Source: an optimization exercise on an open RTL-to-GDS flow (aim: small area, a short achievable clock period and few clock cycles per item). Production flows keep margins and buffers that such runs may drop. Only simulation tests tie the RTL to the original design; equivalence was not proved. Power is estimated from default activity; no workload was simulated.

== run A ==
## center_window_color_classifier
module center_window_color_classifier (
  input  logic             clk,
  input  logic             rst_n,
  input  logic             cfg_valid,
  output logic             cfg_ready,
  input  logic [1:0]       cfg_index,
  input  logic [cwcc_pkg::POS_W-1:0] cfg_data,
  input  logic             in_valid,
  output logic             in_ready,
  input  logic [7:0]       in_pixel_blue,
  input  logic [7:0]       in_pixel_green,
  input  logic [7:0]       in_pixel_red,
  input  logic             in_frame_start,
  output logic             out_valid,
  input  logic             out_ready,
  output logic [cwcc_pkg::SYM_W-1:0] out_symbol
);
  localparam int PW        = cwcc_pkg::POS_W;
  localparam int FLUSH_END = cwcc_pkg::FLUSH;                      
  localparam int SHIFT_END = cwcc_pkg::FLUSH + cwcc_pkg::SUM_BITS;  
  localparam int CNT_W     = $clog2(SHIFT_END + 3);
  function automatic logic lt(input logic [PW:0] a, input logic [PW:0] b);
    logic br;
    br = 1'b0;
    for (int i = 0; i <= PW; i++) br = (~a[i] & b[i]) | (~a[i] & br) | (b[i] & br);
    lt = br;
  endfunction
  typedef struct packed {
  ...
For scale: about 1200 cells after synthesis, ~170 flip-flops, ~50 I/O pins, roughly 0.010 mm^2 of cells after synthesis.
clock: 10.0 ns
lec_check: 0
cap_margin: 20
core_margin: 2
core_utilization: 40
slew_margin: 20
standard.sh (not shown) runs the stock make flow with config.mk's settings and CLKGATE_MAP_FILE= SYNTH_SCRIPT=/design/flow/synth_recipe.tcl, a recipe that flattens the netlist after the stock synthesis.
==> flow/flow/run.sh <==
#!/bin/bash
# The standard layout (standard.sh), with these settings changed:
#  - the timing repair steps aim for setup slack beyond the clock period
#    (SETUP_SLACK_MARGIN), so the achieved period drops below the set one;
#  - the ports get plain buf_1 buffers (sized up by repair where needed);
#  - the clock tree is built from clkbuf_4 and clkbuf_8;
#  - a denser core (CORE_UTILIZATION, PLACE_DENSITY) for shorter wires.
# The clock period, SDC, synthesis, power grid and tap cells are the
# standard ones. make's full output goes to standard_flow.log; each step's
# own log is under orfs/logs/.
set -euo pipefail
bash standard.sh SETUP_SLACK_MARGIN=7 \
  'BUFFER_PORTS_ARGS=-buffer_cell sky130_fd_sc_hd__buf_1' \
  'CTS_BUF_LIST=sky130_fd_sc_hd__clkbuf_4 sky130_fd_sc_hd__clkbuf_8' \
  CORE_UTILIZATION=60 PLACE_DENSITY=0.75 \
  finish > standard_flow.log 2>&1
Testbench counts of run A, summed over its fixed seeds: cycles 2,738,428, pixels 2,736,476.
[inputs] run B vs run A
==> flow/flow/run.sh <==
#!/bin/bash
set -euo pipefail
bash standard.sh SETUP_SLACK_MARGIN=7 'BUFFER_PORTS_ARGS=-buffer_cell sky130_fd_sc_hd__buf_1' 'CTS_BUF_LIST=sky130_fd_sc_hd__clkbuf_4 sky130_fd_sc_hd__clkbuf_8' finish > standard_flow.log 2>&1
Results
- Met1 capacity usage during global routing: run B vs run A down 10 points
- Run B vs run A, power share of the combinational group went down by 0.6 points.
- Run comparison: run B timing endpoint of the critical path out_symbol[2]; run A timing endpoint of the critical path u_term_blue.t[11]
- Summary of run B over run A: final routed wirelength across all metal layers rose by about 0.7%, sequential-cell power consumption neither gained nor lost much.
- Diff run A -> run B | multi-input gate share of the layout cell area | decrease of 0.84 points
- Diff run A -> run B: synthesized-area fraction occupied by and/or/nand/nor cells flat; global routing usage summed across all routing layers decreased 9.2 points; worst-case reg-to-reg path depth now sits lower.
- The leakage power total of run A and that of run B are within noise of each other.
- Worst setup margin sits higher in run B than in run A.
What run C does differently from run B at the input level:
==> flow/flow/run.sh <==
#!/bin/bash
# The standard layout (standard.sh), with these settings changed:
#  - the timing repair steps aim for setup slack beyond the clock period
#    (SETUP_SLACK_MARGIN), so the achieved period drops below the set one;
#  - the ports get plain buf_1 buffers (sized up by repair where needed);
#  - the clock tree is built from clkbuf_4 and clkbuf_8;
#  - a denser core (CORE_UTILIZATION, PLACE_DENSITY) for shorter wires.
# The clock period, SDC, synthesis, power grid and tap cells are the
# standard ones. make's full output goes to standard_flow.log; each step's
# own log is under orfs/logs/.
set -euo pipefail
bash standard.sh SETUP_SLACK_MARGIN=6.5 \
  'BUFFER_PORTS_ARGS=-buffer_cell sky130_fd_sc_hd__buf_1' \
  'CTS_BUF_LIST=sky130_fd_sc_hd__clkbuf_4 sky130_fd_sc_hd__clkbuf_8' \
  CORE_UTILIZATION=60 PLACE_DENSITY=0.75 \
  finish > standard_flow.log 2>&1
Findings:
Diff run B -> run C: global-route usage rose 6.5 points, die area lost 0.0086 mm^2, number of global-route vias before repair lower. Run C ended up with a lower met1 routed wirelength after detailed routing than run B did. The time the final worst path needs with I/O delays and setup in run C sits 330 ps above the value recorded for run B. Of run C and run B, run C shows the lower growth of design area from synthesis to finish, with run B above it. Run C reports a lower detailed-routing iteration count for the pre-antenna-repair pass than run B does. Comparing run C and run B, the higher global-route track usage on met3 is on run C. On run C: power is about 2.7% lower than what run B gave. Sort run C and run B by portion of the clock cycle consumed by the worst path in the final layout, ascending, and run B comes first.
Edits applied to the flow inputs when going from run C to run D:
==> flow/flow/run.sh <==
#!/bin/bash
# Standard layout, with the timing repair steps asked to leave setup slack
# beyond the clock period (SETUP_SLACK_MARGIN), so that the achieved period
# drops below the set one. Everything else is the standard flow.
set -euo pipefail
bash standard.sh SETUP_SLACK_MARGIN=7 finish > standard_flow.log 2>&1
Run C reached the end of the flow, and the finished layout is clean on the timing, DRC and antenna checks.
Run D reached the end of the flow, and the finished layout is clean on the timing, DRC and antenna checks.
Delta (run D minus run C): clock latency at the later pin of the worst-skew pair went down, length of routed met2 wiring went up, ratio of final minimum period to clock period went down.
Compared with run C, in run D combinational share of power picked up an extra 1.2 points; critical path depth in cells lost 2.
The standard cell core area of run D exceeds that of run C by 0.0085 mm^2.
Against run C, worst slew margin relative to its limit in run D came out worse.
Run D gives more post-route non-filler standard cell count than run C did.
Run D vs run C — path depth of the worst reg2reg path rose 2.
Re setup slack: run D is 270 ps up on run C.

Another version of the RTL of center_window_color_classifier (not shown whole).
For scale: roughly 1200 cells after synthesis, roughly 50 I/O pins.
Design center_window_color_classifier, start of the top module:
module center_window_color_classifier (
  input  logic             clk,
  input  logic             rst_n,
  input  logic             cfg_valid,
  output logic             cfg_ready,
  input  logic [1:0]       cfg_index,
  input  logic [cwcc_pkg::POS_W-1:0] cfg_data,
  input  logic             in_valid,
  output logic             in_ready,
  input  logic [7:0]       in_pixel_blue,
  input  logic [7:0]       in_pixel_green,
  input  logic [7:0]       in_pixel_red,
  input  logic             in_frame_start,
  output logic             out_valid,
  input  logic             out_ready,
  output logic [cwcc_pkg::SYM_W-1:0] out_symbol
);
clock: 10.0 ns
lec_check: 0
cap_margin: 20
core_margin: 2
core_utilization: 40
slew_margin: 20
==> flow/flow/run.sh <==
#!/bin/bash
# The standard layout (standard.sh), with these settings changed:
#  - the timing repair steps aim for setup slack beyond the clock period
#    (SETUP_SLACK_MARGIN), so the achieved period drops below the set one,
#    and repair only the worst few percent of endpoints (TNS_END_PERCENT),
#    which leaves the rest at their smaller sizes;
#  - the ports get plain buf_1 buffers (sized up by repair where needed);
#  - the clock tree is built from clkbuf_4 and clkbuf_8;
#  - a denser core (CORE_UTILIZATION, PLACE_DENSITY) for shorter wires.
# The clock period, SDC, synthesis, power grid and tap cells are the
# standard ones. make's full output goes to standard_flow.log; each step's
# own log is under orfs/logs/.
set -euo pipefail
bash standard.sh SETUP_SLACK_MARGIN=7.3 TNS_END_PERCENT=5 \
  'BUFFER_PORTS_ARGS=-buffer_cell sky130_fd_sc_hd__buf_1' \
  'CTS_BUF_LIST=sky130_fd_sc_hd__clkbuf_4 sky130_fd_sc_hd__clkbuf_8' \
  CORE_UTILIZATION=60 PLACE_DENSITY=0.75 CTS_CLUSTER_SIZE=50 CTS_CLUSTER_DIAMETER=100 \
  finish > standard_flow.log 2>&1
Testbench counts at the start, summed over its fixed seeds: cycles 2,738,492, pixels 2,736,476.
Then changed:
--- a/flow/flow/run.sh
+++ b/flow/flow/run.sh
@@ -12,7 +12,7 @@
 # own log is under orfs/logs/.
 set -euo pipefail
-bash standard.sh SETUP_SLACK_MARGIN=7.3 TNS_END_PERCENT=5 \
+bash standard.sh SETUP_SLACK_MARGIN=7.15 TNS_END_PERCENT=5 \
   'BUFFER_PORTS_ARGS=-buffer_cell sky130_fd_sc_hd__buf_1' \
   'CTS_BUF_LIST=sky130_fd_sc_hd__clkbuf_4 sky130_fd_sc_hd__clkbuf_8' \
-  CORE_UTILIZATION=60 PLACE_DENSITY=0.75 CTS_CLUSTER_SIZE=50 CTS_CLUSTER_DIAMETER=100 \
+  CORE_UTILIZATION=60 PLACE_DENSITY=0.75 \
   finish > standard_flow.log 2>&1
=> Cell area came out lower slightly. Area after synthesis stays the same. Worst hold slack barely changes. Maximum frequency came out higher slightly. Sequential share of layout area came out higher by 0.24 points. Setup slack gains 0.012 ns. Routed wire length came out lower by a few percent. Count of clock-buffer cells in the layout came out lower by 2. Total power came out higher by a few percent. Register-to-register slack loses 0.02 ns. Die area stays the same.
Then changed:
--- a/flow/flow/run.sh
+++ b/flow/flow/run.sh
@@ -12,5 +12,5 @@
 # own log is under orfs/logs/.
 set -euo pipefail
-bash standard.sh SETUP_SLACK_MARGIN=7.15 TNS_END_PERCENT=5 \
+bash standard.sh SETUP_SLACK_MARGIN=7 TNS_END_PERCENT=10 \
   'BUFFER_PORTS_ARGS=-buffer_cell sky130_fd_sc_hd__buf_1' \
   'CTS_BUF_LIST=sky130_fd_sc_hd__clkbuf_4 sky130_fd_sc_hd__clkbuf_8' \
Outcome: Clock-buffer cell count rose by 1. Combinational power came out lower by 4.2%. Cell area stays flat.
Then changed:
--- a/flow/flow/run.sh
+++ b/flow/flow/run.sh
@@ -12,5 +12,5 @@
 # own log is under orfs/logs/.
 set -euo pipefail
-bash standard.sh SETUP_SLACK_MARGIN=7 TNS_END_PERCENT=10 \
+bash standard.sh SETUP_SLACK_MARGIN=7.3 TNS_END_PERCENT=5 \
   'BUFFER_PORTS_ARGS=-buffer_cell sky130_fd_sc_hd__buf_1' \
   'CTS_BUF_LIST=sky130_fd_sc_hd__clkbuf_4 sky130_fd_sc_hd__clkbuf_8' \
Result: The new run completed with no timing, DRC or antenna violations. Wire length rose by 6.2%. Die area does not change. Worst hold slack degrades by 0.0057 ns. Worst setup slack improves by 0.014 ns. Via count rose by 2.4%. Clock power fell by 16%. Design area rose by 0.95%. Final cell count rose by 0.64%. Area after synthesis is unchanged.

static timing again, ports no longer ideal:
In the flow no input, the clock included, has a driving cell. The finished layouts below were timed again as built, in two steps. Step 1: set_driving_cell puts a clkbuf_16 on clk and a buf_2 on each other input, an assumption about the parent block. Step 2 moves the port delays by t, midway between the first and last clock arrival at a register: inputs arrive t later, outputs are due t later. That takes back most of the time a late clock gives input paths. Three values: ideal, step 1, step 2; two values: the first two.
| run | t, ns | setup slack, ns | worst slew at a driven data input, ns |
|---|---|---|---|
| run A | 0.504 | 6.964 / 6.964 / 6.526 | 0.06 |
| run B | 0.521 | 6.968 / 6.923 / 6.521 | 0.06 |
| run C | 0.504 | 6.638 / 6.638 / 6.237 | 0.04 |
| run D | 0.486 | 6.904 / 6.912 / 6.426 | 0.06 |
| the first run of note 2 | 0.506 | 6.983 / 6.942 / 6.633 | 0.05 |
| the second run of note 2 | 0.496 | 6.995 / 6.955 / 6.643 | 0.06 |
| the third run of note 2 | 0.500 | 6.969 / 6.928 / 6.513 | 0.06 |
| the fourth run of note 2 | 0.506 | 6.983 / 6.942 / 6.633 | 0.05 |
After both steps setup and hold are still met in every run listed. For run D, which loses most, drivers alone change the setup slack by +0.008 ns; drivers and shift together by -0.478 ns.
